From an optimization exercise on the open Yosys and OpenROAD flow, aimed at small area; shortcuts taken in it are not production practice. At most, simulation tests tie the RTL to the original design; equivalence was not proved. Power and IR drop assume default switching activity.

==> module mpar_line, before the edit <==
module mpar_line
(
    input  logic                             aclk,
    input  logic                             shift,
    input  logic [mpar_pkg::HALF_BITS-1:0]   half_m1,
    input  logic [mpar_pkg::LINE_BITS-1:0]   d,
    output logic [mpar_pkg::LINE_BITS-1:0]   q_old,
    output logic [mpar_pkg::LINE_BITS-1:0]   q_new
);
    localparam int LB = mpar_pkg::LINE_BITS;
    localparam int HB = mpar_pkg::HALF_BITS;
    logic [LB-1:0] stage [HB+1];
    assign stage[HB] = d;
    for (genvar k = HB - 1; k >= 0; k--) begin : g_seg
        logic [LB-1:0] seg_q;
        mpar_cell #(.LEN(2 << k)) u_seg (
            .aclk (aclk), .shift (shift), .d (stage[k+1]), .q (seg_q)
        );
        assign stage[k] = half_m1[k] ? seg_q : stage[k+1];
    end
    mpar_cell #(.LEN(1)) u_tail1 (
        .aclk (aclk), .shift (shift), .d (stage[0]), .q (q_new)
    );
    mpar_cell #(.LEN(1)) u_tail0 (
        .aclk (aclk), .shift (shift), .d (q_new), .q (q_old)
    );
endmodule
==> module max_pool_argmax_relu, before the edit <==
module max_pool_argmax_relu
(
    input  logic                     aclk,
    input  logic                     aresetn,
    input  logic                     cfg_wen,
    input  logic [mpar_pkg::CFG_ADDR_BITS-1:0] cfg_addr,
    input  logic [mpar_pkg::CFG_DATA_BITS-1:0] cfg_wdata,
    input  logic                     s_valid,
    output logic                     s_ready,
    input  logic signed [mpar_pkg::SAMPLE_BITS-1:0] s_sample,
    output logic                     m_valid,
    input  logic                     m_ready,
    output logic [mpar_pkg::POOLED_BITS-1:0]   m_pooled,
    output logic [mpar_pkg::MASK_BITS-1:0]     m_winner_mask,
    output logic [mpar_pkg::PLANE_BITS-1:0]    m_plane_index,
    output logic                     m_frame_last
);
    localparam int HB = mpar_pkg::HALF_BITS;
    localparam int PB = mpar_pkg::PLANE_BITS;
    localparam int SB = mpar_pkg::SAMPLE_BITS;
    localparam int LB = mpar_pkg::LINE_BITS;
    logic [HB-1:0] half_m1_reg;
    logic [PB-1:0] planes_m1_reg;
    logic          cpar_reg, rpar_reg;
    logic [HB-1:0] cidx_reg, ridx_reg;
    logic          plane_zero_reg, plane_adv_reg;
    logic [PB-1:0] plane;
    logic signed [SB-1:0] left_reg;
    logic                 out_valid_reg;
    logic [mpar_pkg::POOLED_BITS-1:0] out_pooled_reg;
    logic [mpar_pkg::MASK_BITS-1:0]   out_mask_reg;
    logic [PB-1:0]        out_plane_reg;
    logic                 out_last_reg;
    logic          s_acc, restart, pair_end, row_end, plane_end, produce;
    logic          col_last, row_last, plane_last;
    logic [7:0]    w_half;
    logic [HB-1:0] half_m1_new;
    logic [PB-1:0] planes_m1_new;
    logic signed [SB-1:0] pair_max, top_max, all_max;
    logic          pair_a, pair_b, top_a, top_b, top_wins, bot_wins;
    logic [mpar_pkg::ENTRY_BITS-1:0] top_entry, pair_entry;
    assign s_ready = !out_valid_reg || m_ready;
    assign s_acc   = s_valid && s_ready;
    assign restart = cfg_wen && !cfg_addr[1];
    assign col_last   = cidx_reg == half_m1_reg;
    assign row_last   = ridx_reg == half_m1_reg;
    assign plane      = plane_zero_reg ? '0 :
                        !plane_adv_reg ? out_plane_reg :
                        (out_plane_reg == planes_m1_reg) ? '0 : out_plane_reg + 1'b1;
    assign plane_last = plane == planes_m1_reg;
    assign pair_end   = s_acc && cpar_reg;
    assign row_end    = pair_end && col_last;
    assign plane_end  = row_end && rpar_reg && row_last;
    assign produce    = pair_end && rpar_reg && !restart;
    assign w_half      = cfg_wdata[8:1];
    assign half_m1_new = (w_half == 8'd0) ? '0 :
                         w_half[7]        ? '1 : HB'(w_half - 8'd1);
    assign planes_m1_new = (cfg_wdata[6:0] == 7'd0) ? '0 :
                           cfg_wdata[6]             ? '1 : PB'(cfg_wdata[5:0] - 6'd1);
    mpar_window u_pair (
        .a      (left_reg),
        .b      (s_sample),
        .max_ab (pair_max),
        .a_wins (pair_a),
        .b_wins (pair_b)
    );
    assign pair_entry = {pair_b, pair_a, pair_max};
    mpar_line u_line (
        .aclk    (aclk),
        .shift   (s_acc),
        .half_m1 (half_m1_reg),
        .d       (cpar_reg ? pair_entry[2*LB-1:LB] : left_reg[LB-1:0]),
        .q_old   (top_entry[2*LB-1:LB]),
        .q_new   (top_entry[LB-1:0])
    );
    assign top_max = top_entry[SB-1:0];
    assign top_a   = top_entry[SB];
    assign top_b   = top_entry[SB+1];
    mpar_window u_rows (
        .a      (top_max),
        .b      (pair_max),
        .max_ab (all_max),
        .a_wins (top_wins),
        .b_wins (bot_wins)
    );
    always_ff @(posedge aclk) begin
        if (!aresetn) begin
            half_m1_reg   <= mpar_pkg::HALF_M1_RESET;
            planes_m1_reg <= mpar_pkg::PLANES_M1_RESET;
            cpar_reg      <= 1'b0;
            rpar_reg      <= 1'b0;
            cidx_reg      <= '0;
            ridx_reg      <= '0;
            plane_zero_reg <= 1'b1;
            plane_adv_reg <= 1'b0;
            out_valid_reg <= 1'b0;
        end else begin
            if (produce) begin
                out_valid_reg <= 1'b1;
            end else if (m_ready) begin
                out_valid_reg <= 1'b0;
            end
            if (restart) begin
                if (!cfg_addr[0]) half_m1_reg   <= half_m1_new;
                else              planes_m1_reg <= planes_m1_new;
                cpar_reg  <= 1'b0;
                rpar_reg  <= 1'b0;
                cidx_reg  <= '0;
                ridx_reg  <= '0;
                plane_zero_reg <= 1'b1;
                plane_adv_reg  <= 1'b0;
            end else if (s_acc) begin
                cpar_reg <= !cpar_reg;
                if (pair_end) begin
                    cidx_reg <= col_last ? '0 : cidx_reg + 1'b1;
                end
                if (row_end) begin
                    rpar_reg <= !rpar_reg;
                    if (rpar_reg) begin
                        ridx_reg <= row_last ? '0 : ridx_reg + 1'b1;
                    end
                end
                if (produce) begin
                    plane_zero_reg <= 1'b0;
                    plane_adv_reg  <= plane_end;
                end
            end
        end
    end
    always_ff @(posedge aclk) begin
        if (s_acc) begin
            if (!cpar_reg) left_reg <= s_sample;
            else           left_reg[LB-1:0] <= pair_entry[LB-1:0];
        end
        if (produce) begin
            out_pooled_reg <= all_max[SB-1] ? '0 : all_max[mpar_pkg::POOLED_BITS-1:0];
            out_mask_reg   <= {pair_b & bot_wins, pair_a & bot_wins,
                               top_b & top_wins, top_a & top_wins};
            out_plane_reg  <= plane;
            out_last_reg   <= plane_last && row_last && col_last;
        end
    end
    assign m_valid       = out_valid_reg;
    assign m_pooled      = out_pooled_reg;
    assign m_winner_mask = out_mask_reg;
    assign m_plane_index = out_plane_reg;
    assign m_frame_last  = out_last_reg;
endmodule
==> flow/config.mk <==
export PLATFORM = sky130hd
export DESIGN_NAME = max_pool_argmax_relu
export DESIGN_NICKNAME = max_pool_argmax_relu
export VERILOG_FILES = /design/flow/design.v
export SDC_FILE = /design/flow/constraint.sdc
export NUM_CORES = 4
export LEC_CHECK = 0
export CAP_MARGIN = 20
export CORE_MARGIN = 2
export CORE_UTILIZATION = 65
export CTS_BUF_LIST = sky130_fd_sc_hd__clkbuf_8
export CTS_CLUSTER_DIAMETER = 50
export CTS_CLUSTER_SIZE = 20
export SLEW_MARGIN = 20
==> flow/constraint.sdc <==
create_clock -name core_clock -period 10.0 [get_ports {aclk}]
set_input_delay 2.0000 -clock core_clock [delete_from_list [all_inputs] [get_ports {aclk}]]
set_output_delay 2.0000 -clock core_clock [all_outputs]
set_load 0.01 [all_outputs]
standard.sh (not shown) runs the stock make flow with config.mk's settings and CLKGATE_MAP_FILE= SYNTH_SCRIPT=/design/flow/synth_recipe.tcl, a recipe that flattens the netlist after the stock synthesis.
==> flow/flow/run.sh <==
#!/bin/bash
# Standard ORFS layout, with clock tree and port buffering options passed through.
set -euo pipefail
export CTS_ARGS="-sink_clustering_enable -repair_clock_nets -dont_use_dummy_load -sink_clustering_size 20 -sink_clustering_max_diameter 50 -buf_list sky130_fd_sc_hd__clkbuf_8"
export BUFFER_PORTS_ARGS="-buffer_cell sky130_fd_sc_hd__buf_1"
bash standard.sh finish > standard.log 2>&1
The first run completed without violations.
Edit:
--- a/flow/design.v
+++ b/flow/design.v
@@ -49,16 +49,20 @@
         logic [LB-1:0] seg_q;
         mpar_cell #(.LEN(2 << k)) u_seg (
             .aclk (aclk), .shift (shift), .d (stage[k+1]), .q (seg_q)
         );
-        assign stage[k] = half_m1[k] ? seg_q : stage[k+1];
-    end
+        assign stage[k] = ~(half_m1[k] ? seg_q : stage[k+1]);
+    end
+    localparam logic [LB-1:0] TAIL_INV = (HB % 2 == 1) ? '1 : '0;
+    logic [LB-1:0] tail1_q, tail0_q;
     mpar_cell #(.LEN(1)) u_tail1 (
-        .aclk (aclk), .shift (shift), .d (stage[0]), .q (q_new)
+        .aclk (aclk), .shift (shift), .d (stage[0]), .q (tail1_q)
     );
     mpar_cell #(.LEN(1)) u_tail0 (
-        .aclk (aclk), .shift (shift), .d (q_new), .q (q_old)
-    );
+        .aclk (aclk), .shift (shift), .d (tail1_q), .q (tail0_q)
+    );
+    assign q_new = tail1_q ^ TAIL_INV;
+    assign q_old = tail0_q ^ TAIL_INV;
 endmodule
 `timescale 1ns / 1ps
 module mpar_window
 (
@@ -123,9 +127,9 @@
     assign col_last   = cidx_reg == half_m1_reg;
     assign row_last   = ridx_reg == half_m1_reg;
     assign plane      = plane_zero_reg ? '0 :
                         !plane_adv_reg ? out_plane_reg :
-                        (out_plane_reg == planes_m1_reg) ? '0 : out_plane_reg + 1'b1;
+                        out_last_reg   ? '0 : out_plane_reg + 1'b1;
     assign plane_last = plane == planes_m1_reg;
     assign pair_end   = s_acc && cpar_reg;
     assign row_end    = pair_end && col_last;
     assign plane_end  = row_end && rpar_reg && row_last;
- critical path depth drops by 1
- non-clock buffer count is higher by 1
- via count rises by about 0.6%
- final area barely changes
- wire length came out lower by about 0.35%
- hold slack got worse by 0.011 ns
- total power stays flat
- register-to-register slack loses 0.17 ns
- sequential power barely changes
- setup slack loses 0.24 ns
- die area barely changes
- clock skew goes up by 0.0099 ns
- first-iteration DRC count goes up by 8.1%
No functional check of the RTL was part of the second run of this note.

[re-timing with driven ports]
Ports are ideal in the flow. The routed layouts listed here were re-timed in OpenROAD. Step 1, drivers: a clkbuf_16 drives aclk and a buf_2 each remaining input, both assumed. Step 2 moves the port delays by t, midway between the first and last clock arrival at a register: inputs arrive t later, outputs are due t later. That takes back most of the time a late clock gives input paths. a / b / c = ideal / step 1 / step 2; a / b = the first two.
run	t (ns)	slack for setup (ns)	hold slack, ns	worst setup path after step 2
the first run	0.881	3.363 / 3.348 / 2.468	0.353 / 0.353 / 0.353	input to register
the second run	0.857	3.126 / 3.165 / 2.308	0.343 / 0.343 / 0.343	input to register
After both steps setup and hold are still met in every run listed. The setup slack of the first run, which loses most, moves by -0.015 ns with the drivers and by -0.895 ns with both steps.
